From an optimization exercise on the open Yosys and OpenROAD flow, aimed at small area and a short achievable clock period; shortcuts taken in it are not production practice. RTL that was checked went through simulation tests only; none was proved equivalent to the original. The RTL of run 2 was laid out without a check of its function. No driver is modelled on the clock port, so clocking that relies on it looks cheaper here than on a real chip. Power and IR drop assume default switching activity.

==> flow/design.v <==
`default_nettype none
package or_tree_pkg;
    typedef logic [6-1:0] tree_idx_t;
    typedef logic [6+2:0] page_idx_t;
    typedef logic [2:0]                 page_ofs_t;
    typedef logic [4-1:0]   req_id_t;
    typedef logic [15-1:0]   node_vec_t;
    typedef logic [3-1:0] grid_idx_t;
    typedef logic [3:0]                 level_bits_t;
    typedef enum logic [1:0] {
        size_4k,
        size_2k,
        size_1k,
        size_512
    } req_size_e;
    typedef enum logic [1:0] {
        reason_none,
        reason_no_space,
        reason_not_allocated
    } fail_reason_e;
    typedef struct packed {
        req_id_t   id;
        tree_idx_t block;
        req_size_e size;
    } alloc_req_t;
    typedef struct packed {
        req_id_t   id;
        page_idx_t page;
        req_size_e size;
    } free_req_t;
    typedef struct packed {
        req_id_t      id;
        page_idx_t    page;
        logic         fail;
        fail_reason_e reason;
    } alloc_rsp_t;
    typedef struct packed {
        req_id_t      id;
        logic         fail;
        fail_reason_e reason;
    } free_rsp_t;
    typedef struct packed {
        grid_idx_t   row;
        grid_idx_t   col;
        level_bits_t levels;
    } at_update_t;
    function automatic logic [7:0] leaf_mask(req_size_e size, page_ofs_t offset);
        logic [7:0] ones;
        case (size)
            2'd0:    ones = 8'hff;
            2'd1:    ones = 8'h0f;
            2'd2:    ones = 8'h03;
            default: ones = 8'h01;
        endcase
        leaf_mask = ones << offset;
    endfunction
    function automatic logic is_aligned(req_size_e size, page_ofs_t offset);
        case (size)
            2'd0:    is_aligned = offset == 3'd0;
            2'd1:    is_aligned = offset[1:0] == 2'd0;
            2'd2:    is_aligned = !offset[0];
            default: is_aligned = 1'b1;
        endcase
    endfunction
endpackage
`default_nettype wire
`timescale 1ns/1ns
`default_nettype none
module tree_ram (
    input  logic                   clk,
    input  logic [1:0]             rd_hi,
    input  logic [31:0]            rd_lo,
    output logic [7:0]             rd_data,
    input  logic                   clr,       
    input  logic [7:0]             wr_hi_n,   
    input  logic [7:0]             wr_lo_n,   
    input  logic [7:0]             wr_data
);
    localparam int depth = 1 << 6;
    logic [7:0] mem [depth];
    logic [7:0] grp [8];
    logic [7:0] wd;
    assign wd = clr ? 8'h00 : wr_data;
    always_ff @(posedge clk) begin
        for (int b = 0; b < depth; b++) begin
            if (!(wr_hi_n[b / 8] || wr_lo_n[b % 8])) begin
                mem[b] <= wd;
            end
        end
    end
    always_comb begin
        for (int i = 0; i < 8; i++) begin
            grp[i] = '0;
            for (int j = 0; j < 8; j++) begin
                grp[i] = grp[i] | (mem[8*i+j] & {8{rd_lo[8*(i/2)+j]}});
            end
        end
        rd_data = '0;
        for (int i = 0; i < 8; i++) begin
            rd_data = rd_data | (grp[i] & {8{rd_hi[i%2]}});
        end
    end
endmodule
`default_nettype wire
`timescale 1ns/1ns
`default_nettype none
module alloc_pick (
    input  logic [3:0]             size_oh,    
    input  logic [7:0]             leaves,
    output or_tree_pkg::page_ofs_t offset,
    output logic                   fail,
    output logic [7:0]             take
);
    logic [3:0] used2;    
    logic [1:0] used4;    
    logic [7:0] first1;   
    logic [3:0] first2;   
    logic [1:0] first4;   
    logic       first8;   
    logic [8:0] below1;   
    logic [4:0] below2;   
    always_comb begin
        for (int j = 0; j < 4; j++) used2[j] = |leaves[2*j +: 2];
        for (int k = 0; k < 2; k++) used4[k] = |leaves[4*k +: 4];
        below1[0] = 1'b1;
        for (int i = 0; i < 8; i++) below1[i+1] = below1[i] && leaves[i];
        below2[0] = 1'b1;
        for (int j = 0; j < 4; j++) below2[j+1] = below2[j] && used2[j];
        for (int i = 0; i < 8; i++) first1[i] = !leaves[i] && below1[i];
        for (int j = 0; j < 4; j++) first2[j] = !used2[j] && below2[j];
        first4[0] = !used4[0];
        first4[1] = !used4[1] && used4[0];
        first8    = !used4[0] && !used4[1];
    end
    always_comb begin
        for (int i = 0; i < 8; i++) begin
            take[i] = (size_oh[3] && first1[i]) ||
                      (size_oh[2] && first2[i/2]) ||
                      (size_oh[1] && first4[i/4]) ||
                      (size_oh[0] && first8);
        end
        fail = !((size_oh[3] && !(&leaves)) ||
                 (size_oh[2] && !(&used2)) ||
                 (size_oh[1] && !(&used4)) ||
                 (size_oh[0] && first8));
        offset[2] = (size_oh[3] && (|first1[7:4])) ||
                    (size_oh[2] && (|first2[3:2])) ||
                    (size_oh[1] && first4[1]);
        offset[1] = (size_oh[3] && (first1[2] || first1[3] || first1[6] || first1[7])) ||
                    (size_oh[2] && (first2[1] || first2[3]));
        offset[0] = size_oh[3] && (first1[1] || first1[3] || first1[5] || first1[7]);
    end
endmodule
`default_nettype wire
`timescale 1ns/1ns
`default_nettype none
module free_check (
    input  logic [3:0]             size_oh,    
    input  or_tree_pkg::page_ofs_t offset,
    input  logic [7:0]             leaves,
    output logic                   fail,
    output logic [7:0]             kept    
);
    logic [7:0] mask;
    logic [7:0] ones;
    logic       aligned;
    assign ones = {{4{size_oh[0]}}, {2{size_oh[0] | size_oh[1]}}, !size_oh[3], 1'b1};
    assign mask = ones << offset;
    assign aligned = (size_oh[0] && offset == 3'd0) || (size_oh[1] && offset[1:0] == 2'd0) ||
                     (size_oh[2] && !offset[0]) || size_oh[3];
    assign fail = !aligned || !(&(leaves | ~mask));
    assign kept = leaves & ~mask;
endmodule
`default_nettype wire
`timescale 1ns/1ns
`default_nettype none
module or_tree (
    input  logic                    clk,
    input  logic                    rst_n,
    input  logic                    alloc_valid,
    input  or_tree_pkg::alloc_req_t alloc_req,
    input  logic                    free_valid,
    input  or_tree_pkg::free_req_t  free_req,
    output logic                    alloc_rsp_valid,
    output or_tree_pkg::alloc_rsp_t alloc_rsp,
    output logic                    free_rsp_valid,
    output or_tree_pkg::free_rsp_t  free_rsp,
    output logic                    at_update_valid,
    output or_tree_pkg::at_update_t at_update
);
    function automatic or_tree_pkg::level_bits_t level_full(logic [7:0] l);
        level_full = {|l,
                      (|l[3:0]) & (|l[7:4]),
                      (|l[1:0]) & (|l[3:2]) & (|l[5:4]) & (|l[7:6]),
                      &l};
    endfunction
    logic                    s1_alloc_valid;
    logic                    s1_free_valid;
    or_tree_pkg::req_id_t    s1_id;
    logic [1:0]              s1_hi;
    logic [31:0]             s1_lo;
    or_tree_pkg::req_size_e  s1_size;
    or_tree_pkg::page_ofs_t  s1_ofs;
    logic                    s2_alloc_valid;
    logic                    s2_free_valid;
    or_tree_pkg::req_id_t    s2_id;
    or_tree_pkg::tree_idx_t  s2_block;
    or_tree_pkg::page_ofs_t  s2_ofs;
    logic [7:0]              s2_leaves;
    logic [7:0]              rd_data;
    or_tree_pkg::page_ofs_t  pick_ofs;
    logic                    pick_fail;
    logic [7:0]              pick_take;
    logic [3:0]              s2_size_oh;
    or_tree_pkg::level_bits_t alloc_levels;
    or_tree_pkg::level_bits_t free_levels;
    logic                    chk_fail;
    logic [7:0]              chk_kept;
    logic [7:0]              new_leaves;
    or_tree_pkg::tree_idx_t  in_block;
    or_tree_pkg::tree_idx_t  s1_block;
    logic                    upd_ok;
    logic                    clr;
    logic [7:0]              wr_hi_n;
    logic [7:0]              wr_lo_n;
    logic [7:0]              wr_data;
    always_ff @(posedge clk) begin
        s1_alloc_valid <= rst_n && alloc_valid;
        s1_free_valid  <= rst_n && free_valid;
        s2_alloc_valid <= rst_n && s1_alloc_valid;
        s2_free_valid  <= rst_n && s1_free_valid;
    end
    assign in_block = free_valid ? free_req.page[6+2:3] : alloc_req.block;
    always_comb begin
        s1_block = '0;
        s1_block[3] = s1_hi[1];
        for (int i = 0; i < 32; i++) begin
            if (s1_lo[i]) s1_block = s1_block | {2'(i / 8), 1'b0, 3'(i)};
        end
    end
    always_ff @(posedge clk) begin
        if (free_valid) begin
            s1_id    <= free_req.id;
            s1_size  <= free_req.size;
        end else begin
            s1_id    <= alloc_req.id;
            s1_size  <= alloc_req.size;
        end
        s1_hi[0] <= !in_block[3];
        s1_hi[1] <= in_block[3];
        for (int i = 0; i < 32; i++) begin
            s1_lo[i] <= {in_block[5:4], in_block[2:0]} == 5'(i);
        end
        s1_ofs    <= free_req.page[2:0];
        s2_id     <= s1_id;
        s2_block  <= s1_block;
        for (int k = 0; k < 4; k++) s2_size_oh[k] <= s1_size == 2'(k);
        s2_ofs    <= s1_ofs;
        s2_leaves <= rd_data;
    end
    tree_ram u_ram (
        .clk      (clk),
        .rd_hi    (s1_hi),
        .rd_lo    (s1_lo),
        .rd_data  (rd_data),
        .clr      (clr),
        .wr_hi_n  (wr_hi_n),
        .wr_lo_n  (wr_lo_n),
        .wr_data  (wr_data)
    );
    alloc_pick u_pick (
        .size_oh    (s2_size_oh),
        .leaves     (s2_leaves),
        .offset     (pick_ofs),
        .fail       (pick_fail),
        .take       (pick_take)
    );
    free_check u_check (
        .size_oh    (s2_size_oh),
        .offset     (s2_ofs),
        .leaves     (s2_leaves),
        .fail       (chk_fail),
        .kept       (chk_kept)
    );
    assign new_leaves = s2_free_valid ? chk_kept : s2_leaves | pick_take;
    assign upd_ok     = s2_alloc_valid || (s2_free_valid && !chk_fail);
    function automatic logic at_most_one4(logic [3:0] x);
        at_most_one4 = !(((x[0] | x[1]) & (x[2] | x[3])) | (x[0] & x[1]) | (x[2] & x[3]));
    endfunction
    function automatic or_tree_pkg::level_bits_t alloc_level_full(logic [3:0] sz,
                                                                  logic [7:0] l);
        logic [3:0] u2, f2;    
        logic [1:0] u4, f4;    
        logic       e2_le1;    
        logic       z_le1;     
        logic       lo_full;   
        logic       none;      
        logic       none_lo;   
        for (int j = 0; j < 4; j++) begin
            u2[j] = l[2*j] | l[2*j+1];
            f2[j] = l[2*j] & l[2*j+1];
        end
        for (int k = 0; k < 2; k++) begin
            u4[k] = |l[4*k +: 4];
            f4[k] = &l[4*k +: 4];
        end
        e2_le1 = at_most_one4(~u2);
        z_le1  = at_most_one4(~l[3:0]) & at_most_one4(~l[7:4]) & (&l[3:0] | &l[7:4]);
        lo_full = (u2[1] | f2[0]) & (u2[2] | (f2[0] & f2[1])) & (u2[3] | (f2[0] & f2[1] & f2[2]));
        none_lo = !(l[0] | l[2] | l[1] | l[3]);
        none    = !(l[0] | l[4] | l[2] | l[6] | l[1] | l[5] | l[3] | l[7]);
        alloc_level_full[3] = 1'b1;
        alloc_level_full[2] = (sz[0] & (none | (u4[0] & u4[1]))) |
                              (sz[1] & (u4[0] | u4[1])) |
                              (sz[2] & (u4[1] | (u2[0] & u2[1]))) |
                              (sz[3] & (u4[1] | f4[0]));
        alloc_level_full[1] = (sz[0] & (none | &u2)) |
                              (sz[1] & (none_lo | (u2[0] & u2[1])) & ((u4[0] & ~u4[1]) | (u2[2] & u2[3]))) |
                              (sz[2] & e2_le1) |
                              (sz[3] & e2_le1 & lo_full);
        alloc_level_full[0] = (sz[0] & (none | &l)) |
                              (sz[1] & (none_lo | f4[0]) & ((u4[0] & ~u4[1]) | f4[1])) |
                              (sz[2] & (l == 8'hff || l == 8'hfc || l == 8'hf3 ||
                                        l == 8'hcf || l == 8'h3f)) |
                              (sz[3] & z_le1);
    endfunction
    always_comb begin
        alloc_levels    = alloc_level_full(s2_size_oh, s2_leaves);
        free_levels     = level_full(chk_kept);
        free_levels[0]  = 1'b0;
    end
    always_ff @(posedge clk) begin
        alloc_rsp_valid <= rst_n && s2_alloc_valid;
        free_rsp_valid  <= rst_n && s2_free_valid;
        at_update_valid <= rst_n && upd_ok;
        clr             <= !rst_n;
        for (int i = 0; i < 8; i++) begin
            wr_hi_n[i] <= rst_n && !(upd_ok && s2_block[5:3] == 3'(i));
            wr_lo_n[i] <= rst_n && s2_block[2:0] != 3'(i);
        end
    end
    always_ff @(posedge clk) begin
        alloc_rsp.id     <= s2_id;
        alloc_rsp.page   <= pick_fail ? '0 : {s2_block, pick_ofs};
        alloc_rsp.fail   <= pick_fail;
        alloc_rsp.reason <= pick_fail ? or_tree_pkg::reason_no_space : or_tree_pkg::reason_none;
        free_rsp.id      <= s2_id;
        free_rsp.fail    <= chk_fail;
        free_rsp.reason  <= chk_fail ? or_tree_pkg::reason_not_allocated : or_tree_pkg::reason_none;
        at_update.row    <= s2_block[6-1 -: 3];
        at_update.col    <= s2_block[3-1:0];
        at_update.levels <= s2_free_valid ? free_levels : alloc_levels;
        wr_data          <= new_leaves;
    end
endmodule
`default_nettype wire
==> flow/flow/run.sh <==
#!/bin/bash
# Layout flow: the standard layout (standard.sh), with these changes.
# 0. The port buffers that global placement inserts are buf_2 cells.
# 1. TritonCTS clusters up to 25 sinks per leaf buffer (clkbuf_16 only), so the tree has
#    fewer, fuller leaf buffers.
# 3. Timing repair may resize a cell to one of another footprint (MATCH_CELL_FOOTPRINT=0).
# Each tool's full output goes to a log file in this folder (ORFS's own logs are under orfs/logs).
set -euo pipefail
export BUFFER_PORTS_ARGS="-buffer_cell sky130_fd_sc_hd__buf_2"
export CTS_ARGS="-sink_clustering_enable -repair_clock_nets -sink_clustering_size 25 -sink_clustering_max_diameter 100 -buf_list sky130_fd_sc_hd__clkbuf_16"
export POST_CTS_TCL="$PWD/flow/post_cts.tcl"
bash standard.sh MATCH_CELL_FOOTPRINT=0 SKIP_CTS_REPAIR_TIMING=1 finish > log_standard.txt 2>&1
==> flow/flow/post_cts.tcl <==
# Sourced by ORFS's cts.tcl (POST_CTS_TCL) after clock tree synthesis, with the CTS-stage timing
# repair skipped there so that it runs here on the final clock tree.
# 2. Repair setup timing and legalise, as cts.tcl does.
set block [ord::get_db_block]
set port_net [[$block findBTerm clk] getNet]
set root ""
foreach it [$port_net getITerms] { set root [$it getInst] }
set rname [$root getName]
set out_net ""
foreach it [$root getITerms] { if {[$it isOutputSignal]} { set out_net [$it getNet] } }
set loads {}
foreach it [$out_net getITerms] { if {[$it getInst] != $root} { lappend loads $it } }
puts "post_cts: root $rname ([[$root getMaster] getName]) drives [llength $loads] pins"
if {[llength $loads] > 4} { error "root drives too many pins" }
foreach it $loads { $it disconnect; $it connect $port_net }
odb::dbInst_destroy $root
odb::dbNet_destroy $out_net

estimate_parasitics -placement
repair_timing_helper
set result [catch { detailed_placement } msg]
if { $result != 0 } { error "Detailed placement failed after CTS repair: $msg" }
check_placement -verbose
==> flow/standard.sh <==
#!/bin/bash
# synth_recipe.tcl (not shown) runs the flow's synth.tcl, then flattens the netlist and writes it again
# the make line also repeats each setting of config.mk as NAME=value (left out here)
make -C /OpenROAD-flow-scripts/flow DESIGN_CONFIG=/design/flow/config.mk WORK_HOME=/design/flow/orfs CLKGATE_MAP_FILE= SYNTH_SCRIPT=/design/flow/synth_recipe.tcl "${@:-finish}"
==> flow/config.mk <==
export PLATFORM = sky130hd
export DESIGN_NAME = or_tree
export DESIGN_NICKNAME = or_tree
export VERILOG_FILES = /design/flow/design.v
export SDC_FILE = /design/flow/constraint.sdc
export NUM_CORES = 4
export LEC_CHECK = 0
export CAP_MARGIN = 20
export CORE_MARGIN = 2
export CORE_UTILIZATION = 60
export SETUP_SLACK_MARGIN = 3.15
export SLEW_MARGIN = 20
==> flow/constraint.sdc <==
create_clock -name core_clock -period 5.0 [get_ports {clk}]
set_input_delay 1.0000 -clock core_clock [delete_from_list [all_inputs] [get_ports {clk}]]
set_output_delay 1.0000 -clock core_clock [all_outputs]
set_load 0.01 [all_outputs]
==> run summary, run 1 <==
synth warn 5; WL/cell 33.9 um; fin nets 1560; Antenna Nets Post-Route 0; Worst Path Required 4.00 ns; Core Footprint 0.0377 sq mm; RePlAce Congestion 0.908; Yosys top cell area share 67.1%; sw frac 26.7%; critical path, cell by cell buf_6; max_slew headroom 18.5%; count of different cell masters after synthesis 60; Final Core Density 67.8%; top post-synthesis cells by area edfxtp_1, dfxtp_1, a22oi_1; first-pass GRT wire length 97.0 mm; vias in the first global route 13249; initial antenna violation count 1; fin crit share 38.7%; most common cell in the netlist edfxtp_1; max-cap violations 0; setup total negative slack 0 ns; worst reg2reg setup slack 3.16 ns; Worst path top cell family by delay flip-flops; largest area contributor in the netlist edfxtp_1; number of synthesized flops with an enable pin 512; synthesized area per cell 15.6 sq um; Final Hold Vio Count 0; Synth Register Bits 637; CP Buf/Inv Count 1; unrepaired setup endpoints after global routing true; count of final setup violators 0; most instantiated cells after synthesis edfxtp_1, a22oi_1, dfxtp_1; drt first-iter violations 2050; row count 71; Mapped Area 0.0229 sq mm; clk sinks 637; WL final 69.9 mm; Static Leakage 8.82 nW; net load switching power 2.98 mW; Worst-Margin Slew 1.22 ns; CTS clk-pin slew, worst paths 0.10 ns; Antenna diodes 0; I/O Pins 67; full die area 0.0398 sq mm; Critical Path Sink Type output port; Starting Density 60.8%; Worst path max stage delay 0.36 ns; Worst Skew 0.0220 ns; die height 199 um; register share of total power 63.9%; share of cells above drive strength 1 18.8%; Total GRT Usage 35.4%; combinational share of power 12.8%; Fillers 2651; asr flop ratio synth 0%; Die X-Extent 199 um; run status timing/DRC/antenna clean; CP startpoint kind register; Crit-path slowest cell dfxtp_2; Post-Place Setup Slack 2.44 ns; Worst VDD drop 0.000402 V; worst setup margin 3.07 ns; DP Wirelength 42.6 mm; sequential share of the synthesized area 78.0%; critical path data arrival time 0.93 ns; highest clock rate 517 MHz; DRT Pass-1 Iters 8; Worst Path Max Fanout 2; grt ovf 0; input/output buffers 64; DRC Markers 0; CTS tree done; Syn Inst Count 1471; critical path class register to output port; power density over cell area 436 mW/mm^2; DR vias 14348; largest net degree at the start of global routing 65; Via density 6.96; clock latency (worst-skew pair) 0.47 ns; Layout Area Growth over Synthesis 11.5%; Max Slew Vio Count 0; Final Critical Period 1.93 ns; Int Pwr 8.16 mW; Synth Flop Type edfxtp_1; clock power share 23.3%; hold crit path type register to register
cell families (layout without fill, tap and decap cells):
logic type / Yosys count / after routing / synth area share, %
buffers and inverters: 130 / 208 / 2.42
other: 1 / 2 / 0.0164
xor gates and xnor gates: 1 / 1 / 0.0382
DFF: 637 / 637 / 78.0
muxes: 14 / 14 / 0.661
AOI/OAI and AO/OA: 376 / 376 / 12.3
and+or+nand+nor: 311 / 312 / 6.55
adders and majority gates: 1 / 1 / 0.0437
flip-flops by register name, summed over array words and instances, names as in the netlist, 2 cells and up:
signal,cells
s2_id,4
wr_data,8
wr_lo_n,8
s2_size_oh,4
free_rsp,2
s2_leaves,8
alloc_rsp,13
wr_hi_n,8
s1_ofs,3
s2_ofs,3
at_update,10
s1_size,2
s1_id,4
s2_block,6
s1_hi,2
u_ram.mem,512
s1_lo,32
placed cells by master, fill, tap and decap left out, types with 21 or more instances in the layout:
| master | n |
|---|---|
| clkbuf_16 | 28 |
| buf_6 | 32 |
| a22oi_1 | 202 |
| nor2_1 | 106 |
| nand3_1 | 21 |
| dfxtp_2 | 22 |
| inv_1 | 39 |
| edfxtp_1 | 512 |
| nand2_1 | 50 |
| o21ai_0 | 28 |
| a22o_1 | 25 |
| nand4_1 | 53 |
| dfxtp_1 | 89 |
| buf_4 | 57 |
| buf_2 | 44 |
metrics by stage:
step | total power, mW | cells | area [sq um] | hold WS, ns
floorplan | 7.76 | 1472 | 22900 | 0.310
global placement | 8.42 | 1989 | 23900 | 0.311
detailed placement | 8.46 | 1989 | 23900 | 0.312
global route | 11.5 | 2062 | 25600 | 0.338
finish | 11.1 | 2062 | 25600 | 0.332
power by group through the flow:
stage          clock, mW  combinational (mW)  sequential [mW]
6_report            2.59                1.42             7.12
5_1_grt             2.78                1.51             7.18
3_3_place_gp           0                1.25             7.17
3_5_place_dp           0                1.27             7.19
2_1_floorplan          0               0.752             7.01
final cells by class:
cell class                 count  area [sq um]  area share [%]
sequential                   637         18000            70.3
multi-input combinational    706          4990            19.5
clock inverter                24          98.8           0.387
clock buffer                  28           701            2.74
timing repair buffer         139          1110            4.33
tap                          511           639            2.50
inverter                      17          63.8           0.250
layer usage:
metal	track usage, %	part of all wire, %
met1	52.4	39
met4	11.7	4.3
met2	52.8	44
met5	0	0.013
met3	7.83	13
worst paths after layout:
check	from	endpoint	cells past startpoint
worst max register to register	wr_lo_n[2]	u_ram.mem[58][7]	1
worst min-delay path	s2_id[1]	alloc_rsp[13]	0
worst max-delay path	alloc_rsp[13]	alloc_rsp[13]	1
worst min register to register	s2_id[1]	alloc_rsp[13]	0
==> run 2: changes to the inputs <==
--- a/flow/design.v
+++ b/flow/design.v
@@ -69,6 +69,5 @@
 module tree_ram (
     input  logic                   clk,
-    input  logic [1:0]             rd_hi,
-    input  logic [31:0]            rd_lo,
+    input  logic [63:0]            rd_sel,
     output logic [7:0]             rd_data,
     input  logic                   clr,       
@@ -79,5 +78,4 @@
     localparam int depth = 1 << 6;
     logic [7:0] mem [depth];
-    logic [7:0] grp [8];
     logic [7:0] wd;
     assign wd = clr ? 8'h00 : wr_data;
@@ -90,13 +88,7 @@
     end
     always_comb begin
-        for (int i = 0; i < 8; i++) begin
-            grp[i] = '0;
-            for (int j = 0; j < 8; j++) begin
-                grp[i] = grp[i] | (mem[8*i+j] & {8{rd_lo[8*(i/2)+j]}});
-            end
-        end
         rd_data = '0;
-        for (int i = 0; i < 8; i++) begin
-            rd_data = rd_data | (grp[i] & {8{rd_hi[i%2]}});
+        for (int b = 0; b < depth; b++) begin
+            rd_data = rd_data | (mem[b] & {8{rd_sel[b]}});
         end
     end
@@ -198,6 +190,5 @@
     logic                    s1_free_valid;
     or_tree_pkg::req_id_t    s1_id;
-    logic [1:0]              s1_hi;
-    logic [31:0]             s1_lo;
+    logic [63:0]             s1_sel;
     or_tree_pkg::req_size_e  s1_size;
     or_tree_pkg::page_ofs_t  s1_ofs;
@@ -232,11 +223,4 @@
     end
     assign in_block = free_valid ? free_req.page[6+2:3] : alloc_req.block;
-    always_comb begin
-        s1_block = '0;
-        s1_block[3] = s1_hi[1];
-        for (int i = 0; i < 32; i++) begin
-            if (s1_lo[i]) s1_block = s1_block | {2'(i / 8), 1'b0, 3'(i)};
-        end
-    end
     always_ff @(posedge clk) begin
         if (free_valid) begin
@@ -247,8 +231,7 @@
             s1_size  <= alloc_req.size;
         end
-        s1_hi[0] <= !in_block[3];
-        s1_hi[1] <= in_block[3];
-        for (int i = 0; i < 32; i++) begin
-            s1_lo[i] <= {in_block[5:4], in_block[2:0]} == 5'(i);
+        s1_block <= in_block;
+        for (int b = 0; b < 64; b++) begin
+            s1_sel[b] <= in_block == 6'(b);
         end
         s1_ofs    <= free_req.page[2:0];
@@ -261,6 +244,5 @@
     tree_ram u_ram (
         .clk      (clk),
-        .rd_hi    (s1_hi),
-        .rd_lo    (s1_lo),
+        .rd_sel   (s1_sel),
         .rd_data  (rd_data),
         .clr      (clr),
--- a/flow/config.mk
+++ b/flow/config.mk
@@ -9,4 +9,4 @@
 export CORE_MARGIN = 2
 export CORE_UTILIZATION = 60
-export SETUP_SLACK_MARGIN = 3.15
+export SETUP_SLACK_MARGIN = 3
 export SLEW_MARGIN = 20
==> run 2 against run 1 <==
Sequential power increased by 2.8%; clock skew grew 0.016 ns; synthesized area up 3.3%; combinational power decreased by 4%; worst hold slack got worse by 0.0024 ns; fmax down 8.1%; clock-buffer cell count increased by 2; register-to-register slack lost 0.26 ns.
==> run summary, run 2 <==
run status timing/DRC/antenna clean (unchanged); unrepaired setup endpoints after global routing true (unchanged); largest area contributor in the netlist edfxtp_1 (unchanged); commonest non-fill, non-tap cell in the layout edfxtp_1 (unchanged); initial antenna violation count 0 (was 1); Die X-Extent 203 um (was 199 um); Reg with most FFs u_ram.mem (unchanged); max_slew headroom 21.3% (was 18.5%); DR vias 14967 (was 14348); Via density 7.22 (was 6.96); most instantiated cells after synthesis edfxtp_1, nor2_1, dfxtp_1 (was edfxtp_1, a22oi_1, dfxtp_1); DRT Pass-1 Iters 5 (was 8); clk sinks 673 (was 637); CTS tree done (unchanged); top post-synthesis cells by area edfxtp_1, dfxtp_1, a221oi_1 (was edfxtp_1, dfxtp_1, a22oi_1); first-pass GRT wire length 107 mm (was 97.0 mm); Core Footprint 0.0388 sq mm (was 0.0377 sq mm); Layout Area Growth over Synthesis 11.1% (was 11.5%); Total GRT Usage 38.2% (was 35.4%); fin area 0.0263 sq mm (was 0.0256 sq mm); asr flop ratio synth 0% (unchanged); grt ovf 0 (unchanged); fin crit share 42.1% (was 38.7%); drt first-iter violations 2705 (was 2050); count of different cell masters after synthesis 63 (was 60); Max Slew Vio Count 0 (unchanged); WL/cell 37.8 um (was 33.9 um); Critical Path Sink Type register (was output port); max reg flops 512 (unchanged); I/O Pins 67 (unchanged); Static Leakage 9.17 nW (was 8.82 nW); most common cell in the netlist edfxtp_1 (unchanged); Worst Path Required 5.35 ns (was 4.00 ns); highest clock rate 475 MHz (was 517 MHz); clock latency (worst-skew pair) 0.48 ns (was 0.47 ns); hold crit path type register to register (unchanged); max-cap violations 0 (unchanged); Starting Density 61.0% (was 60.8%); Worst VDD drop 0.000322 V (was 0.000402 V); Synth Flop Type edfxtp_1 (unchanged); Worst-Margin Slew 1.18 ns (was 1.22 ns); full die area 0.0411 sq mm (was 0.0398 sq mm); Synth Register Bits 673 (was 637); Worst Skew 0.0380 ns (was 0.0220 ns); Worst Path Max Fanout 8 (was 2); vias in the first global route 13710 (was 13249); power density over cell area 435 mW/mm^2 (was 436 mW/mm^2); input/output buffers 64 (unchanged); synthesized area per cell 15.9 sq um (was 15.6 sq um); row count 72 (was 71); Mapped Area 0.0237 sq mm (was 0.0229 sq mm); Syn Inst Count 1485 (was 1471); largest net degree at the start of global routing 65 (unchanged); sequential share of the synthesized area 78.6% (was 78.0%); fin nets 1561 (was 1560); setup total negative slack 0 ns (unchanged); critical path class register to register (was register to output port); WL final 78.3 mm (was 69.9 mm); RePlAce Congestion 0.997 (was 0.908); number of synthesized flops with an enable pin 512 (unchanged); Final Hold Vio Count 0 (unchanged); CP startpoint kind register (unchanged); DP Wirelength 50.8 mm (was 42.6 mm); Yosys top cell area share 64.9% (was 67.1%); die height 203 um (was 199 um); count of final setup violators 0 (unchanged); CTS clk-pin slew, worst paths 0.10 ns (about the same); Non-Filler Instances 2073 (was 2062); most frequent cells in the layout edfxtp_1, nor2_1, a22o_1 (was edfxtp_1, a22oi_1, nor2_1); DRC Markers 0 (unchanged); biggest regs u_ram.mem (512), s1_sel (64), alloc_rsp (13) (was u_ram.mem (512), s1_lo (32), alloc_rsp (13)); share of cells above drive strength 1 23.0% (was 18.8%); critical path data arrival time 2.45 ns (was 0.93 ns); Final Critical Period 2.10 ns (was 1.93 ns); placed instance area 0.0247 sq mm (was 0.0239 sq mm); placed cell count 1999 (was 1989); synth warn 4 (was 5); Antenna Nets Post-Route 0 (unchanged)
run 2: layout make-up:
type | count | area [sq um]
flip-flops and latches | 673 | 18700
fillers | 2693 | 12500
multi-input cells | 682 | 5120
repair buffers | 126 | 841
clock buffers | 30 | 751
well taps | 518 | 648
clock inverters | 26 | 119
inverters | 17 | 63.8
diodes | 1 | 2.50
run 2: critical path, cell delays in order (launching register included):
cell and delay, ns:
dfxtp_2 0.45, a22o_1 0.26, a221oi_2 0.25, nand4_1 0.38, or4_1 0.63
run 2: cell families (layout without fill, tap and decap cells):
kind of cell | Yosys count | in the layout | synth area share [%]
compound gates | 350 | 350 | 12.3
xor+xnor | 2 | 2 | 0.0740
fa+ha+maj | 2 | 2 | 0.0899
buf+inv | 132 | 199 | 2.32
flops | 673 | 673 | 78.6
mux | 13 | 13 | 0.581
other cells | 1 | 3 | 0.0158
simple gates | 312 | 313 | 6.09
run 2: stage by stage:
step	power, mW	hold WS, ns	setup WS, ns	util, %
finish	11.4	0.329	2.90	67.7
global placement	8.59	0.311	2.43	63.6
floorplan	7.95	0.310	2.52	-
global route	11.7	0.343	2.90	67.7
detailed placement	8.64	0.313	2.35	63.6
run 2: worst paths after layout:
check             startpoint      endpoint  slack, ns  cells past startpoint
setup / recovery   s1_sel[9]  s2_leaves[5]       2.90                      4
hold / removal     s1_ofs[1]     s2_ofs[1]       0.33                      0
hold reg to reg    s1_ofs[1]     s2_ofs[1]       0.33                      0
setup reg to reg   s1_sel[9]  s2_leaves[5]       2.90                      4
run 2: power by group:
part | internal, mW | switching, mW | total, mW
Clock | 1.11 | 1.66 | 2.77
Combinational | 0.386 | 0.975 | 1.36
Sequential | 6.94 | 0.385 | 7.32
Total | 8.43 | 3.02 | 11.4
run 2: metal layers:
layer | track usage (%) | vias to the layer above | part of all wire (%)
met2 | 56.9 | 1265 | 44
met4 | 15.9 | 0 | 5.0
met5 | 0 | - | 0
met1 | 54.0 | 7597 | 36
li1 | - | 5911 | -
met3 | 10.4 | 194 | 15
==> run 3: changes to the inputs <==
--- a/flow/design.v
+++ b/flow/design.v
@@ -69,5 +69,6 @@
 module tree_ram (
     input  logic                   clk,
-    input  logic [63:0]            rd_sel,
+    input  logic [1:0]             rd_hi,
+    input  logic [31:0]            rd_lo,
     output logic [7:0]             rd_data,
     input  logic                   clr,       
@@ -78,4 +79,5 @@
     localparam int depth = 1 << 6;
     logic [7:0] mem [depth];
+    logic [7:0] grp [8];
     logic [7:0] wd;
     assign wd = clr ? 8'h00 : wr_data;
@@ -88,7 +90,13 @@
     end
     always_comb begin
+        for (int i = 0; i < 8; i++) begin
+            grp[i] = '0;
+            for (int j = 0; j < 8; j++) begin
+                grp[i] = grp[i] | (mem[8*i+j] & {8{rd_lo[8*(i/2)+j]}});
+            end
+        end
         rd_data = '0;
-        for (int b = 0; b < depth; b++) begin
-            rd_data = rd_data | (mem[b] & {8{rd_sel[b]}});
+        for (int i = 0; i < 8; i++) begin
+            rd_data = rd_data | (grp[i] & {8{rd_hi[i%2]}});
         end
     end
@@ -190,5 +198,6 @@
     logic                    s1_free_valid;
     or_tree_pkg::req_id_t    s1_id;
-    logic [63:0]             s1_sel;
+    logic [1:0]              s1_hi;
+    logic [31:0]             s1_lo;
     or_tree_pkg::req_size_e  s1_size;
     or_tree_pkg::page_ofs_t  s1_ofs;
@@ -223,4 +232,11 @@
     end
     assign in_block = free_valid ? free_req.page[6+2:3] : alloc_req.block;
+    always_comb begin
+        s1_block = '0;
+        s1_block[3] = s1_hi[1];
+        for (int i = 0; i < 32; i++) begin
+            if (s1_lo[i]) s1_block = s1_block | {2'(i / 8), 1'b0, 3'(i)};
+        end
+    end
     always_ff @(posedge clk) begin
         if (free_valid) begin
@@ -231,7 +247,8 @@
             s1_size  <= alloc_req.size;
         end
-        s1_block <= in_block;
-        for (int b = 0; b < 64; b++) begin
-            s1_sel[b] <= in_block == 6'(b);
+        s1_hi[0] <= !in_block[3];
+        s1_hi[1] <= in_block[3];
+        for (int i = 0; i < 32; i++) begin
+            s1_lo[i] <= {in_block[5:4], in_block[2:0]} == 5'(i);
         end
         s1_ofs    <= free_req.page[2:0];
@@ -244,5 +261,6 @@
     tree_ram u_ram (
         .clk      (clk),
-        .rd_sel   (s1_sel),
+        .rd_hi    (s1_hi),
+        .rd_lo    (s1_lo),
         .rd_data  (rd_data),
         .clr      (clr),
--- a/flow/flow/post_cts.tcl
+++ b/flow/flow/post_cts.tcl
@@ -1,5 +1,7 @@
 # Sourced by ORFS's cts.tcl (POST_CTS_TCL) after clock tree synthesis, with the CTS-stage timing
 # repair skipped there so that it runs here on the final clock tree.
-# 2. Repair setup timing and legalise, as cts.tcl does.
+# 1. Remove the clock tree's root buffer: it only drives the first-level buffers, and the clock
+#    port drives those directly.
+# 3. Repair setup timing and legalise, as cts.tcl does.
 set block [ord::get_db_block]
 set port_net [[$block findBTerm clk] getNet]
@@ -12,8 +14,61 @@
 foreach it [$out_net getITerms] { if {[$it getInst] != $root} { lappend loads $it } }
 puts "post_cts: root $rname ([[$root getMaster] getName]) drives [llength $loads] pins"
-if {[llength $loads] > 4} { error "root drives too many pins" }
+if {[llength $loads] > 2} { error "root drives more than 2 pins" }
 foreach it $loads { $it disconnect; $it connect $port_net }
 odb::dbInst_destroy $root
 odb::dbNet_destroy $out_net
+
+proc pin_of {inst io} {
+  foreach it [$inst getITerms] {
+    if {[[$it getMTerm] getSigType] ne "SIGNAL"} continue
+    if {$io eq "out" && [$it isOutputSignal]} { return $it }
+    if {$io eq "in" && [$it isInputSignal]} { return $it }
+  }
+  error "no $io pin on [$inst getName]"
+}
+
+proc centre {iterms} {
+  set sx 0; set sy 0
+  foreach it $iterms { set b [[$it getInst] getBBox]; set sx [expr {$sx + ([$b xMin] + [$b xMax]) / 2}]; set sy [expr {$sy + ([$b yMin] + [$b yMax]) / 2}] }
+  set n [llength $iterms]
+  return [list [expr {$sx / $n}] [expr {$sy / $n}]]
+}
+
+set k 0
+foreach mid_in [$port_net getITerms] {
+  set mid [$mid_in getInst]
+  set mnet [[pin_of $mid out] getNet]
+  set mloads {}
+  foreach it [$mnet getITerms] { if {[$it getInst] != $mid} { lappend mloads $it } }
+  if {[llength $mloads] < 2} continue
+  # split along the wider side of the loads' spread
+  set xs {}; set ys {}
+  foreach it $mloads { set b [[$it getInst] getBBox]; lappend xs [$b xMin]; lappend ys [$b yMin] }
+  set xs [lsort -integer $xs]; set ys [lsort -integer $ys]
+  if {[lindex $xs end] - [lindex $xs 0] >= [lindex $ys end] - [lindex $ys 0]} { set axis 0 } else { set axis 1 }
+  set keyed {}
+  foreach it $mloads { set b [[$it getInst] getBBox]; lappend keyed [list [expr {$axis ? [$b yMin] : [$b xMin]}] $it] }
+  set keyed [lsort -integer -index 0 $keyed]
+  set half [expr {[llength $keyed] / 2}]
+  set stay {}; set move {}
+  set i 0
+  foreach e $keyed { if {$i < $half} { lappend stay [lindex $e 1] } else { lappend move [lindex $e 1] }; incr i }
+  set new [odb::dbInst_create $block [$mid getMaster] "[$mid getName]_split"]
+  set nnet [odb::dbNet_create $block "[$mnet getName]_split"]
+  $nnet setSigType CLOCK
+  [pin_of $new in] connect $port_net
+  [pin_of $new out] connect $nnet
+  foreach it $move { $it disconnect; $it connect $nnet }
+  lassign [centre $stay] x y
+  $mid setLocation $x $y
+  lassign [centre $move] x y
+  $new setLocation $x $y
+  $new setPlacementStatus PLACED
+  puts "post_cts: split [$mid getName]: [llength $stay] + [llength $move] leaf buffers"
+  incr k
+}
+set n [llength [$port_net getITerms]]
+puts "post_cts: clock port drives $n pins"
+if {$n > 4} { error "clock port drives more than 4 pins" }
 
 estimate_parasitics -placement
--- a/flow/config.mk
+++ b/flow/config.mk
@@ -8,5 +8,5 @@
 export CAP_MARGIN = 20
 export CORE_MARGIN = 2
-export CORE_UTILIZATION = 60
-export SETUP_SLACK_MARGIN = 3
+export CORE_UTILIZATION = 65
+export SETUP_SLACK_MARGIN = 3.15
 export SLEW_MARGIN = 20
==> run 3 against run 2 <==
Worst hold slack better by 0.0067 ns; core utilization grew 5.6 points; global-route usage shrank 1.2 points; fmax rose by 13%; final cell count down 4.0%; die area decreased by 10%; synthesized area is 3.2% lower; final area fell by 3.5%; sequential share of layout area fell by 0.58 points; total power down 2.5%; critical path depth increased by 1; via count decreased by 4.2%; critical path type unchanged; critical endpoint is now s2_leaves[4].
==> run summary, run 3 <==
Via density 7.20 (was 7.22); Total GRT Usage 37.1% (was 38.2%); FF-to-FF path depth 5 (was 4); Worst VDD drop 0.000440 V (was 0.000322 V); Fillers 2188 (was 2693); register share of total power 63.7% (was 63.9%); count of final setup violators 0 (unchanged); Final Hold Vio Count 0 (unchanged); WL/cell 33.8 um (was 37.8 um); sw frac 26.4% (was 26.3%); most instantiated cells after synthesis edfxtp_1, a22oi_1, dfxtp_1 (was edfxtp_1, nor2_1, dfxtp_1); hold-critical path depth 0 (unchanged); Antenna Nets Post-Route 0 (unchanged); input/output buffers 64 (unchanged); synthesized area per cell 15.6 sq um (was 15.9 sq um); Mapped Area 0.0229 sq mm (was 0.0237 sq mm); net load switching power 2.94 mW (was 3.02 mW); Worst Skew 0.0452 ns (was 0.0380 ns); hold crit path type register to register (unchanged); Final Critical Period 1.87 ns (was 2.10 ns); synth warn 5 (was 4); Layout Area Growth over Synthesis 10.7% (was 11.1%); Worst-Margin Slew 1.22 ns (was 1.18 ns); Antenna diodes 0 (was 1); DP Wirelength 40.6 mm (was 50.8 mm); full die area 0.0368 sq mm (was 0.0411 sq mm); Worst Path Max Fanout 12 (was 8); sequential share of the synthesized area 78.0% (was 78.6%); Int Pwr 8.22 mW (was 8.43 mW); Synth Flop Type edfxtp_1 (unchanged); RePlAce Congestion 0.906 (was 0.997); CP Buf/Inv Count 1 (was 0); max_slew headroom 18.1% (was 21.3%); unrepaired setup endpoints after global routing true (unchanged); Worst path top cell family by delay compound AO/OA/AOI/OAI gates (was simple AND/OR/NAND/NOR gates); largest area contributor in the netlist edfxtp_1 (unchanged); CP startpoint kind register (unchanged); max reg flops 512 (unchanged); biggest regs u_ram.mem (512), s1_lo (32), alloc_rsp (13) (was u_ram.mem (512), s1_sel (64), alloc_rsp (13)); register area 0.0179 sq mm (was 0.0187 sq mm); combinational share of power 12.2% (was 11.9%); Hold WS 0.336 ns (was 0.329 ns); DRT Pass-1 Iters 6 (was 5); asr flop ratio synth 0% (unchanged); max-cap violations 0 (unchanged); WL final 67.3 mm (was 78.3 mm); Syn Inst Count 1471 (was 1485); Core Footprint 0.0346 sq mm (was 0.0388 sq mm); most common cell in the netlist edfxtp_1 (unchanged); power density over cell area 440 mW/mm^2 (was 435 mW/mm^2); Die X-Extent 192 um (was 203 um); fin crit share 37.4% (was 42.1%); critical path class register to register (unchanged); area of the multi-input gates 0.00500 sq mm (was 0.00512 sq mm); vias in the first global route 13175 (was 13710); fin nets 1543 (was 1561); Crit-path slowest cell o41ai_2 (was or4_1); run status timing/DRC/antenna clean (unchanged); CTS tree done (unchanged); setup total negative slack 0 ns (unchanged); Synth Register Bits 637 (was 673); drt first-iter violations 2468 (was 2705); clk sinks 637 (was 673); grt ovf 0 (unchanged); Yosys top cell area share 67.1% (was 64.9%); die height 192 um (was 203 um); row count 68 (was 72); share of cells above drive strength 1 18.0% (was 23.0%); DR vias 14335 (was 14967); Worst path max stage delay 0.51 ns (was 0.63 ns); Critical Path Sink Type register (unchanged); cell depth of the worst setup path 5 (was 4); critical path data arrival time 2.12 ns (was 2.45 ns); critical path, cell by cell buf_6 -> a22oi_1 -> nand4_1 -> o41ai_2 -> nand2_1 (was a22o_1 -> a221oi_2 -> nand4_1 -> or4_1); clock latency (worst-skew pair) 0.39 ns (was 0.48 ns); clock power share 24.0% (was 24.2%); Max Slew Vio Count 0 (unchanged); CTS clk-pin slew, worst paths 0.10 ns (about the same); first-pass GRT wire length 94.2 mm (was 107 mm); I/O Pins 67 (unchanged); Reg with most FFs u_ram.mem (unchanged); commonest non-fill, non-tap cell in the layout edfxtp_1 (unchanged); most frequent cells in the layout edfxtp_1, a22oi_1, nor2_1 (was edfxtp_1, nor2_1, a22o_1); count of different cell masters after synthesis 60 (was 63); DRC Markers 0 (unchanged); Worst Path Required 5.25 ns (was 5.35 ns); number of synthesized flops with an enable pin 512 (unchanged); Starting Density 66.2% (was 61.0%); Static Leakage 8.77 nW (was 9.17 nW); top post-synthesis cells by area edfxtp_1, dfxtp_1, a22oi_1 (was edfxtp_1, dfxtp_1, a221oi_1); largest net degree at the start of global routing 65 (unchanged); highest clock rate 535 MHz (was 475 MHz); initial antenna violation count 0 (unchanged)
## run 3: cell count changes in the layout (fill, tap and decap cells not counted), moves of 20 or more
cell	change
a221oi_2	-34
a22oi_1	+198
nor2_1	-35
a22o_1	-101
a221oi_1	-70
buf_6	+25
buf_4	-25
nand4_1	+20
dfxtp_2	-32
## run 3: metrics by stage
stage                     instances  setup slack, ns  instance area [sq um]  utilization [%]  total power, mW
after floorplan                1472             2.52                  22900                -             7.76
after global placement         1923             2.46                  23700             68.5             8.38
after detailed placement       1924             2.49                  23800             68.6             8.42
after global routing           1990             3.07                  25400             73.3             11.5
final                          1990             3.13                  25400             73.3             11.2
## run 3: worst reg2reg max path, delay by kind of cell (launching register included)
kind / cells / cell delay, ns
AOI/OAI and AO/OA: 2 / 0.71
buffers and inverters: 1 / 0.22
DFF: 1 / 0.42
and+or+nand+nor: 2 / 0.41
## run 3: layout make-up, clock buffers not listed
| cell class | instances | area share, % |
|---|---|---|
| flip-flops and latches | 637 | 70.7 |
| multi-input cells | 705 | 19.7 |
| repair buffers | 121 | 3.62 |
| well taps | 455 | 2.24 |
| clock inverters | 25 | 0.483 |
| inverters | 17 | 0.251 |
| plain buffers | 2 | 0.197 |
## run 3: power groups by stage
stage | combinational (mW) | sequential (mW) | clock [mW]
2_1_floorplan | 0.752 | 7.01 | 0
3_3_place_gp | 1.22 | 7.16 | 0
3_5_place_dp | 1.24 | 7.18 | 0
5_1_grt | 1.44 | 7.17 | 2.86
6_report | 1.36 | 7.11 | 2.68
## run 3: path summary, 6_finish.rpt
check	start	to	slack, ns
setup / recovery	s1_lo[6]	s2_leaves[4]	3.13
hold / removal	s1_ofs[2]	s2_ofs[2]	0.34
setup reg to reg	s1_lo[6]	s2_leaves[4]	3.13
hold reg to reg	s1_ofs[2]	s2_ofs[2]	0.34
## run 3: metal layers
metal	wire [um]	GRT usage, %	vias to the layer above
met5	0	0	-
li1	-	-	5874
met4	2330	11.1	0
met1	24600	53.7	7119
met2	30300	55.5	1163
met3	10000	10.4	179
## run 3: cell families after synthesis
group	Yosys count	share of synthesized area, %
other	1	0.0164
muxes	14	0.661
adders and majority gates	1	0.0437
DFF	637	78.0
xor gates and xnor gates	1	0.0382
buffers and inverters	130	2.42
and+or+nand+nor	311	6.55
AOI/OAI and AO/OA	376	12.3
==> run 4: changes to the inputs <==
--- a/flow/config.mk
+++ b/flow/config.mk
@@ -10,3 +10,3 @@
 export CORE_UTILIZATION = 65
 export SETUP_SLACK_MARGIN = 3.15
-export SLEW_MARGIN = 20
+export SLEW_MARGIN = 35
==> run 4 against run 3 <==
Still clean on timing, DRC and antenna; wire length rose by 0.62%; die area is the same; setup slack worse by 0.037 ns; critical path depth unchanged; sequential share of layout area decreased by 0.59 points; critical endpoint unchanged; largest cell class unchanged.
==> run summary, run 4 <==
WL final 67.7 mm (was 67.3 mm); Antenna diodes 0 (unchanged); combinational share of power 12.4% (was 12.2%); worst setup margin 3.09 ns (was 3.13 ns); initial antenna violation count 0 (unchanged); Core Footprint 0.0346 sq mm (unchanged); Fillers 2163 (was 2188); Antenna Nets Post-Route 0 (unchanged); run status timing/DRC/antenna clean (unchanged); sw frac 26.5% (was 26.4%); die height 192 um (unchanged); DP Wirelength 40.6 mm (about the same); Critical Path Sink Type register (unchanged); hold crit path type register to register (unchanged); drt first-iter violations 2173 (was 2468); synthesized area per cell 15.6 sq um (unchanged); Worst path max stage delay 0.59 ns (was 0.51 ns); register share of total power 63.7% (about the same); asr flop ratio synth 0% (unchanged); Syn Inst Count 1471 (unchanged); critical path class register to register (unchanged); critical path data arrival time 2.15 ns (was 2.12 ns); full die area 0.0368 sq mm (unchanged); input/output buffers 64 (unchanged); Final Critical Period 1.91 ns (was 1.87 ns); number of synthesized flops with an enable pin 512 (unchanged); WL/cell 34.0 um (was 33.8 um); hold_sp s2_id[0] (was s1_ofs[2]); max reg flops 512 (unchanged); Starting Density 66.2% (unchanged); Reg with most FFs u_ram.mem (unchanged); RR Startpoint s1_lo[6] (unchanged); most frequent cells in the layout edfxtp_1, a22oi_1, dfxtp_1 (was edfxtp_1, a22oi_1, nor2_1); I/O Pins 67 (unchanged); Final Hold Vio Count 0 (unchanged); Worst Skew 0.0340 ns (was 0.0452 ns); Static Leakage 8.80 nW (was 8.77 nW); critical path, cell by cell buf_6 -> a22oi_1 -> nand4_1 -> o41ai_1 -> nand2_1 (was buf_6 -> a22oi_1 -> nand4_1 -> o41ai_2 -> nand2_1); Layout Area Growth over Synthesis 11.7% (was 10.7%); clock power share 23.9% (was 24.0%); synth warn 5 (unchanged); fin nets 1544 (was 1543); Hold Path Sink alloc_rsp[12] (was s2_ofs[2]); biggest regs u_ram.mem (512), s1_lo (32), alloc_rsp (13) (unchanged); unrepaired setup endpoints after global routing true (unchanged); RePlAce Congestion 0.906 (unchanged); Int Pwr 8.23 mW (was 8.22 mW); Mapped Area 0.0229 sq mm (unchanged); top post-synthesis cells by area edfxtp_1, dfxtp_1, a22oi_1 (unchanged); vias in the first global route 13350 (was 13175); commonest non-fill, non-tap cell in the layout edfxtp_1 (unchanged); Total GRT Usage 37.3% (was 37.1%); sequential share of the synthesized area 78.0% (unchanged); grt ovf 0 (unchanged); worst reg2reg setup slack 3.09 ns (was 3.13 ns); share of cells above drive strength 1 20.8% (was 18.0%); Worst VDD drop 0.000446 V (was 0.000440 V); CTS tree done (unchanged); Die X-Extent 192 um (unchanged); clock latency (worst-skew pair) 0.38 ns (was 0.39 ns); row count 68 (unchanged); Worst Path Required 5.25 ns (about the same); Synth Flop Type edfxtp_1 (unchanged); largest area contributor in the netlist edfxtp_1 (unchanged); CTS clk-pin slew, worst paths 0.10 ns (about the same); most common cell in the netlist edfxtp_1 (unchanged); net load switching power 2.97 mW (was 2.94 mW); DRC Markers 0 (unchanged); power density over cell area 438 mW/mm^2 (was 440 mW/mm^2); Yosys top cell area share 67.1% (unchanged); Synth Register Bits 637 (unchanged); FF-to-FF path depth 5 (unchanged); Hold WS 0.337 ns (was 0.336 ns); count of final setup violators 0 (unchanged); max-cap violations 0 (unchanged); DR vias 14214 (was 14335); Via density 7.14 (was 7.20); Worst Path Max Fanout 12 (unchanged); worst flop-to-flop path endpoint s2_leaves[4] (unchanged); highest clock rate 525 MHz (was 535 MHz); count of different cell masters after synthesis 60 (unchanged); CP startpoint kind register (unchanged); Crit-path slowest cell o41ai_1 (was o41ai_2); total power 11.2 mW (about the same); largest net degree at the start of global routing 65 (unchanged); Max Slew Vio Count 0 (unchanged); clk sinks 637 (unchanged); Worst-Margin Slew 0.960 ns (was 1.22 ns); fin crit share 38.1% (was 37.4%); first-pass GRT wire length 95.0 mm (was 94.2 mm); Post-Place Setup Slack 2.49 ns (about the same); max_slew headroom 35.8% (was 18.1%); setup total negative slack 0 ns (unchanged); most instantiated cells after synthesis edfxtp_1, a22oi_1, dfxtp_1 (unchanged); DRT Pass-1 Iters 6 (unchanged); hold-critical path depth 0 (unchanged)
[run 4: cell counts after synthesis]
No cell type changed its count.
[run 4: critical path: cells and delay by family (launching register included)]
| kind | cells | cell delay, ns |
|---|---|---|
| flops | 1 | 0.43 |
| buf+inv | 1 | 0.22 |
| compound gates | 2 | 0.77 |
| simple gates | 2 | 0.37 |
[run 4: final cells by class, clock buffers not listed]
cell class / instances / area (sq um) / area share, %
buffer: 2 / 50.0 / 0.196
clock inverter: 25 / 123 / 0.479
inverter: 17 / 63.8 / 0.249
multi-input combinational: 705 / 5150 / 20.1
sequential: 637 / 17900 / 70.1
tap: 455 / 569 / 2.23
timing repair buffer: 122 / 991 / 3.87
[run 4: worst max-delay path by stage]
stage                from              end  slack [ns]  depth (start not counted)
2_1_floorplan         clr  u_ram.mem[0][0]        2.52                          1
3_3_place_gp   free_valid        s1_lo[28]        2.46                          4
3_5_place_dp   free_valid        s1_lo[28]        2.49                          4
5_1_grt         s2_ofs[0]       wr_hi_n[5]        3.09                          7
6_report         s1_lo[6]     s2_leaves[4]        3.09                          5
[run 4: per-stage QoR]
stage	std cells	cell area (sq um)	utilization, %
after floorplan	1472	22900	-
after global placement	1923	23700	68.5
after detailed placement	1923	23800	68.9
after global routing	1991	25600	73.9
final	1991	25600	73.9
[run 4: logic make-up (layout without fill, tap and decap cells)]
| family | Yosys count | after routing | synth area share (%) |
|---|---|---|---|
| XOR/XNOR | 1 | 1 | 0.0382 |
| buffers and inverters | 130 | 194 | 2.42 |
| flip-flops | 637 | 637 | 78.0 |
| other | 1 | 2 | 0.0164 |
| adder cells (fa/ha/maj) | 1 | 1 | 0.0437 |
| AO/OA/AOI/OAI | 376 | 376 | 12.3 |
| AND/OR/NAND/NOR | 311 | 311 | 6.55 |
| multiplexers | 14 | 14 | 0.661 |
[run 4: per-layer routing]
layer / global-route usage, % / vias up / wire (um)
met3: 10.8 / 158 / 9890
met2: 55.8 / 1161 / 30800
met1: 53.6 / 6999 / 24700
met4: 12.2 / 0 / 2330
li1: - / 5896 / -
met5: 0 / - / 0
[run 4: power groups by stage]
stage          logic [mW]  registers, mW  clock network [mW]
6_report             1.39           7.14                2.68
5_1_grt              1.46           7.19                2.87
3_5_place_dp         1.25           7.19                   0
3_3_place_gp         1.22           7.16                   0
2_1_floorplan       0.752           7.01                   0
==> run 5: changes to the inputs <==
--- a/flow/config.mk
+++ b/flow/config.mk
@@ -8,5 +8,5 @@
 export CAP_MARGIN = 20
 export CORE_MARGIN = 2
-export CORE_UTILIZATION = 65
-export SETUP_SLACK_MARGIN = 3.15
-export SLEW_MARGIN = 35
+export CORE_UTILIZATION = 60
+export SETUP_SLACK_MARGIN = 3.2
+export SLEW_MARGIN = 20
==> run 5 against run 4 <==
Still clean; first-iteration DRC count shrank 8.9%; flip-flop and latch count is the same; synthesized area unchanged; final area rose by 1.7%; total power is 0.38% higher; critical path type unchanged.
==> run summary, run 5 <==
run status timing/DRC/antenna clean (unchanged); placed instance area 0.0239 sq mm (was 0.0238 sq mm); critical path, cell by cell buf_4 -> a221oi_4 -> nand3_2 -> o41ai_4 -> nand2_1 (was buf_6 -> a22oi_1 -> nand4_1 -> o41ai_1 -> nand2_1); most instantiated cells after synthesis edfxtp_1, a22oi_1, dfxtp_1 (unchanged); setup total negative slack 0 ns (unchanged); first-pass GRT wire length 97.5 mm (was 95.0 mm); Worst VDD drop 0.000355 V (was 0.000446 V); Final Hold Vio Count 0 (unchanged); WL final 69.3 mm (was 67.7 mm); Starting Density 60.8% (was 66.2%); CTS tree done (unchanged); DR vias 14314 (was 14214); CP startpoint kind register (unchanged); RePlAce Congestion 0.892 (was 0.906); RR Startpoint s1_lo[30] (was s1_lo[6]); synth warn 5 (unchanged); die height 199 um (was 192 um); Synth Register Bits 637 (unchanged); met1 wire length 26.2 mm (was 24.7 mm); hold_sp s2_id[2] (was s2_id[0]); commonest non-fill, non-tap cell in the layout edfxtp_1 (unchanged); most common cell in the netlist edfxtp_1 (unchanged); critical path data arrival time 2.20 ns (was 2.15 ns); Worst Path Required 5.26 ns (was 5.25 ns); input/output buffers 64 (unchanged); Via density 6.89 (was 7.14); largest family of logic cells by synthesized area compound AO/OA/AOI/OAI gates (unchanged); DRC Markers 0 (unchanged); Core Footprint 0.0377 sq mm (was 0.0346 sq mm); clock latency (worst-skew pair) 0.39 ns (was 0.38 ns); fin nets 1574 (was 1544); Critical Path Sink Type register (unchanged); drt first-iter violations 1979 (was 2173); Worst Path Max Fanout 18 (was 12); Worst path top cell family by delay compound AO/OA/AOI/OAI gates (unchanged); Syn Inst Count 1471 (unchanged); full die area 0.0398 sq mm (was 0.0368 sq mm); WL met2 30.9 mm (was 30.8 mm); Worst Skew 0.0511 ns (was 0.0340 ns); largest area contributor in the netlist edfxtp_1 (unchanged); DRT Pass-1 Iters 5 (was 6); Yosys top cell area share 67.1% (unchanged); CP Launch Point s1_lo[30] (was s1_lo[6]); row count 71 (was 68); count of different cell masters after synthesis 60 (unchanged); Worst-Margin Slew 1.18 ns (was 0.960 ns); top post-synthesis cells by area edfxtp_1, dfxtp_1, a22oi_1 (unchanged); Final Core Density 69.1% (was 73.9%); Reg with most FFs u_ram.mem (unchanged); asr flop ratio synth 0% (unchanged); Post-Synth Simple-Gate Area 6.55% (unchanged); I/O Pins 67 (unchanged); clk sinks 637 (unchanged); synthesized area per cell 15.6 sq um (unchanged); fin crit share 39.0% (was 38.1%); most frequent cells in the layout edfxtp_1, a22oi_1, nor2_1 (was edfxtp_1, a22oi_1, dfxtp_1); DP Wirelength 41.6 mm (was 40.6 mm); max_slew headroom 21.1% (was 35.8%); sequential share of the synthesized area 78.0% (unchanged); Fillers 2597 (was 2163); Static Leakage 9.01 nW (was 8.80 nW); largest net degree at the start of global routing 65 (unchanged); Antenna diodes 0 (unchanged); Die X-Extent 199 um (was 192 um); post-synthesis mux area share 0.661% (unchanged); Total GRT Usage 35.6% (was 37.3%); highest clock rate 513 MHz (was 525 MHz); DR WL met3 9.56 mm (was 9.89 mm); top routing layer used met4 (unchanged); share of cells above drive strength 1 21.5% (was 20.8%); Crit-path slowest cell o41ai_4 (was o41ai_1); Post-Synth Adder-Cell Area 0.0437% (unchanged); number of synthesized flops with an enable pin 512 (unchanged); count of final setup violators 0 (unchanged); Synth Flop Type edfxtp_1 (unchanged); Max Slew Vio Count 0 (unchanged); fin area 0.0260 sq mm (was 0.0256 sq mm); vias in the first global route 13439 (was 13350); Mapped Area 0.0229 sq mm (unchanged); max reg flops 512 (unchanged); hold crit path type register to register (unchanged); WL/cell 33.4 um (was 34.0 um); power density over cell area 432 mW/mm^2 (was 438 mW/mm^2); Antenna Nets Post-Route 0 (unchanged); biggest regs u_ram.mem (512), s1_lo (32), alloc_rsp (13) (unchanged); grt ovf 0 (unchanged); CP Buf/Inv Count 1 (unchanged); initial antenna violation count 0 (unchanged); CTS clk-pin slew, worst paths 0.10 ns (about the same); area fraction in compound gates after synthesis 12.3% (unchanged); unrepaired setup endpoints after global routing true (unchanged); max-cap violations 0 (unchanged); Final Critical Period 1.95 ns (was 1.91 ns); Post-Place Setup Slack 2.40 ns (was 2.49 ns); worst setup margin 3.05 ns (was 3.09 ns); Layout Area Growth over Synthesis 13.6% (was 11.7%); Post-Synth XOR/XNOR Area 0.0382% (unchanged); Worst path max stage delay 0.49 ns (was 0.59 ns); critical path class register to register (unchanged)
## run 5: cell types whose count changed in the layout (fill, tap and decap cells not counted), sizes merged
cell	before	now
clkinv	1	0
buf	122	152
## run 5: layout make-up, clock buffers not listed
class                           instances  area [sq um]  share of cell area, %
Tap cell                              511           639                   2.46
Multi-Input combinational cell        705          5170                   19.9
Sequential cell                       637         17900                   69.0
Clock inverter                         24           103                  0.394
Buffer                                  2          50.0                  0.192
Inverter                               17          63.8                  0.245
Timing Repair Buffer                  152          1360                   5.21
## run 5: per-stage QoR
step | cells | power (mW) | hold WS (ns)
2_1_floorplan | 1472 | 7.76 | 0.310
6_report | 2076 | 11.2 | 0.332
3_5_place_dp | 1987 | 8.44 | 0.312
3_3_place_gp | 1985 | 8.41 | 0.310
5_1_grt | 2076 | 11.6 | 0.338
## run 5: cell families (layout without fill, tap and decap cells)
group	count (synthesis)	count (layout)
AO/OA/AOI/OAI	376	376
multiplexers	14	14
buffers and inverters	130	223
adder cells (fa/ha/maj)	1	1
flip-flops	637	637
AND/OR/NAND/NOR	311	311
XOR/XNOR	1	1
other	1	2
## run 5: where the power goes
group	switching, mW	internal, mW
Sequential	0.398	6.73
Combinational	1.02	0.411
Clock	1.57	1.12
Total	2.99	8.26
## run 5: worst paths after layout
check | slack (ns) | endpoint | cells past startpoint
worst max-delay path | 3.05 | s2_leaves[2] | 5
worst min-delay path | 0.33 | alloc_rsp[14] | 0
worst min register to register | 0.33 | alloc_rsp[14] | 0
worst max register to register | 3.05 | s2_leaves[2] | 5
## run 5: layer usage
layer	up-vias	track usage, %
met2	1038	52.7
met5	-	0
met3	157	9.82
li1	5944	-
met1	7175	51.4
met4	0	12.1
==> run 6: changes to the inputs <==
--- a/flow/config.mk
+++ b/flow/config.mk
@@ -9,4 +9,4 @@
 export CORE_MARGIN = 2
 export CORE_UTILIZATION = 60
-export SETUP_SLACK_MARGIN = 3.2
-export SLEW_MARGIN = 20
+export SETUP_SLACK_MARGIN = 3.15
+export SLEW_MARGIN = 50
==> run 6 against run 5 <==
Final area is 1.5% lower; final cell count is 0.67% lower; total power is 0.11% lower; clock power hardly changed; fmax is 3.9% higher; sequential power hardly changed; core utilization is 1.0 points lower; wire length is 1.4% higher; synthesized cell count stayed put; global-route usage hardly changed; flip-flop and latch count stayed put; synthesized area stayed put.
==> run summary, run 6 <==
run status timing/DRC/antenna clean (unchanged); Int Pwr 8.24 mW (was 8.26 mW); CTS tree done (unchanged); number of synthesized flops with an enable pin 512 (unchanged); placed instance area 0.0241 sq mm (was 0.0239 sq mm); DR vias 14412 (was 14314); critical path class register to register (unchanged); Final Hold Vio Count 0 (unchanged); hold crit path type register to register (unchanged); unrepaired setup endpoints after global routing true (unchanged); Core Footprint 0.0377 sq mm (unchanged); Worst Path Max Fanout 17 (was 18); worst flop-to-flop path endpoint s2_leaves[0] (was s2_leaves[2]); Hold WS 0.332 ns (about the same); hold_sp s2_id[2] (unchanged); CP Buf/Inv Count 1 (unchanged); RR Startpoint s1_lo[9] (was s1_lo[30]); largest area contributor in the netlist edfxtp_1 (unchanged); biggest regs u_ram.mem (512), s1_lo (32), alloc_rsp (13) (unchanged); Reg with most FFs u_ram.mem (unchanged); count of different cell masters after synthesis 60 (unchanged); Synth Register Bits 637 (unchanged); Syn Inst Count 1471 (unchanged); most common cell in the netlist edfxtp_1 (unchanged); I/O Pins 67 (unchanged); vias in the first global route 13254 (was 13439); combinational share of power 12.5% (was 12.8%); worst setup margin 3.12 ns (was 3.05 ns); commonest non-fill, non-tap cell in the layout edfxtp_1 (unchanged); Worst Path Required 5.26 ns (about the same); fin crit share 37.5% (was 39.0%); Post-Place Setup Slack 2.53 ns (was 2.40 ns); initial antenna violation count 0 (unchanged); sw frac 26.7% (was 26.6%); placed cell count 1990 (was 1987); Worst Skew 0.0488 ns (was 0.0511 ns); Static Leakage 8.81 nW (was 9.01 nW); Crit-path slowest cell o41ai_2 (was o41ai_4); DP Wirelength 42.7 mm (was 41.6 mm); Yosys top cell area share 67.1% (unchanged); fin area 0.0256 sq mm (was 0.0260 sq mm); worst reg2reg setup slack 3.12 ns (was 3.05 ns); Worst-Margin Slew 0.802 ns (was 1.18 ns); hold-critical path depth 0 (unchanged); top post-synthesis cells by area edfxtp_1, dfxtp_1, a22oi_1 (unchanged); CTS clk-pin slew, worst paths 0.10 ns (about the same); sequential share of the synthesized area 78.0% (unchanged); fin nets 1558 (was 1574); Non-Filler Instances 2062 (was 2076); Layout Area Growth over Synthesis 11.9% (was 13.6%); asr flop ratio synth 0% (unchanged); Final Critical Period 1.88 ns (was 1.95 ns); WL/cell 34.1 um (was 33.4 um); max reg flops 512 (unchanged); max-cap violations 0 (unchanged); WL final 70.3 mm (was 69.3 mm); Antenna Nets Post-Route 0 (unchanged); power density over cell area 438 mW/mm^2 (was 432 mW/mm^2); total power 11.2 mW (about the same); Worst path top cell family by delay compound AO/OA/AOI/OAI gates (unchanged); Starting Density 60.8% (unchanged); grt ovf 0 (unchanged); clock latency (worst-skew pair) 0.40 ns (was 0.39 ns); share of cells above drive strength 1 20.5% (was 21.5%); DRC Markers 0 (unchanged); drt first-iter violations 1945 (was 1979); FF-to-FF path depth 5 (unchanged); DRT Pass-1 Iters 6 (was 5); die height 199 um (unchanged); net load switching power 2.99 mW (about the same); Max Slew Vio Count 0 (unchanged); most frequent cells in the layout edfxtp_1, a22oi_1, dfxtp_1 (was edfxtp_1, a22oi_1, nor2_1); Total GRT Usage 35.5% (was 35.6%); clk sinks 637 (unchanged); row count 71 (unchanged); first-pass GRT wire length 96.8 mm (was 97.5 mm); largest net degree at the start of global routing 65 (unchanged); clock power share 24.0% (was 23.9%); synthesized area per cell 15.6 sq um (unchanged); Via density 6.99 (was 6.89); Worst path max stage delay 0.48 ns (was 0.49 ns); count of final setup violators 0 (unchanged); synth warn 5 (unchanged); most instantiated cells after synthesis edfxtp_1, a22oi_1, dfxtp_1 (unchanged); max_slew headroom 46.5% (was 21.1%); Critical Path Sink Type register (unchanged); Worst VDD drop 0.000416 V (was 0.000355 V); CP startpoint kind register (unchanged); Mapped Area 0.0229 sq mm (unchanged); RePlAce Congestion 0.908 (was 0.892); setup total negative slack 0 ns (unchanged); Hold Path Sink alloc_rsp[14] (unchanged); Die X-Extent 199 um (unchanged); input/output buffers 64 (unchanged); highest clock rate 533 MHz (was 513 MHz); Synth Flop Type edfxtp_1 (unchanged); full die area 0.0398 sq mm (unchanged); register share of total power 63.5% (was 63.3%); critical path data arrival time 2.14 ns (was 2.20 ns); critical path, cell by cell buf_4 -> a22oi_1 -> nand4_1 -> o41ai_2 -> nand2_1 (was buf_4 -> a221oi_4 -> nand3_2 -> o41ai_4 -> nand2_1); Final Core Density 68.1% (was 69.1%)
run 6: cell counts after synthesis:
No cell type changed its count.
run 6: layout make-up, clock buffers not listed:
type	instances	area, sq um
Sequential cell	637	18000
Fill cell	2672	12000
Multi-Input combinational cell	705	5080
Timing Repair Buffer	136	1020
Tap cell	511	639
Clock inverter	25	123
Inverter	17	63.8
Buffer	2	50.0
Antenna cell	1	2.50
run 6: power by group through the flow:
stage	Sequential, mW	Combinational, mW	Clock (mW)
2_1_floorplan	7.01	0.752	0
3_3_place_gp	7.17	1.25	0
3_5_place_dp	7.20	1.29	0
5_1_grt	7.18	1.48	2.89
6_report	7.13	1.40	2.70
run 6: worst max path at each step:
stage,endpoint,startpoint,depth (start not counted)
global route,wr_hi_n[5],s2_ofs[0],7
floorplan,u_ram.mem[0][0],clr,1
finish,s2_leaves[0],s1_lo[9],5
detailed placement,s1_lo[14],free_valid,5
global placement,s1_lo[28],free_valid,4
run 6: logic make-up after synthesis:
logic type | Yosys count | synth area share (%)
XOR/XNOR | 1 | 0.0382
multiplexers | 14 | 0.661
other | 1 | 0.0164
AO/OA/AOI/OAI | 376 | 12.3
AND/OR/NAND/NOR | 311 | 6.55
adder cells (fa/ha/maj) | 1 | 0.0437
flip-flops | 637 | 78.0
buffers and inverters | 130 | 2.42
run 6: metal layers:
layer	global-route usage, %	share of wire (%)	vias up
li1	-	-	5912
met1	51.6	38	7272
met2	52.6	45	1063
met3	8.66	13	165
met4	13.6	3.9	0
met5	0	0	-

[what the ideal ports hide]
The flow's constraints put no driver on any port. The routed layouts listed below were extracted and timed again, unchanged, in two steps. Step 1: set_driving_cell puts a clkbuf_16 on clk and a buf_2 on each other input, an assumption about the parent block. Step 2 moves the port delays by t, midway between the first and last clock arrival at a register: inputs arrive t later, outputs are due t later. That takes back most of the time a late clock gives input paths. Slacks: ideal ports / drivers / drivers and shift; pairs: ideal ports / drivers.
run | t, ns | slack for setup (ns) | hold WS [ns]
run 1 | 0.535 | 3.065 / 2.988 / 2.795 | 0.332 / 0.332 / 0.332
run 2 | 0.540 | 2.896 / 2.896 / 2.669 | 0.329 / 0.329 / 0.329
run 3 | 0.490 | 3.130 / 3.044 / 2.758 | 0.336 / 0.336 / 0.336
run 4 | 0.487 | 3.094 / 3.041 / 2.786 | 0.337 / 0.337 / 0.337
run 5 | 0.483 | 3.051 / 3.039 / 2.861 | 0.332 / 0.332 / 0.332
run 6 | 0.493 | 3.124 / 3.034 / 2.802 | 0.332 / 0.332 / 0.332
After both steps setup and hold are still met in every run listed. The setup slack of run 3, which loses most, moves by -0.086 ns with the drivers and by -0.372 ns with both steps.
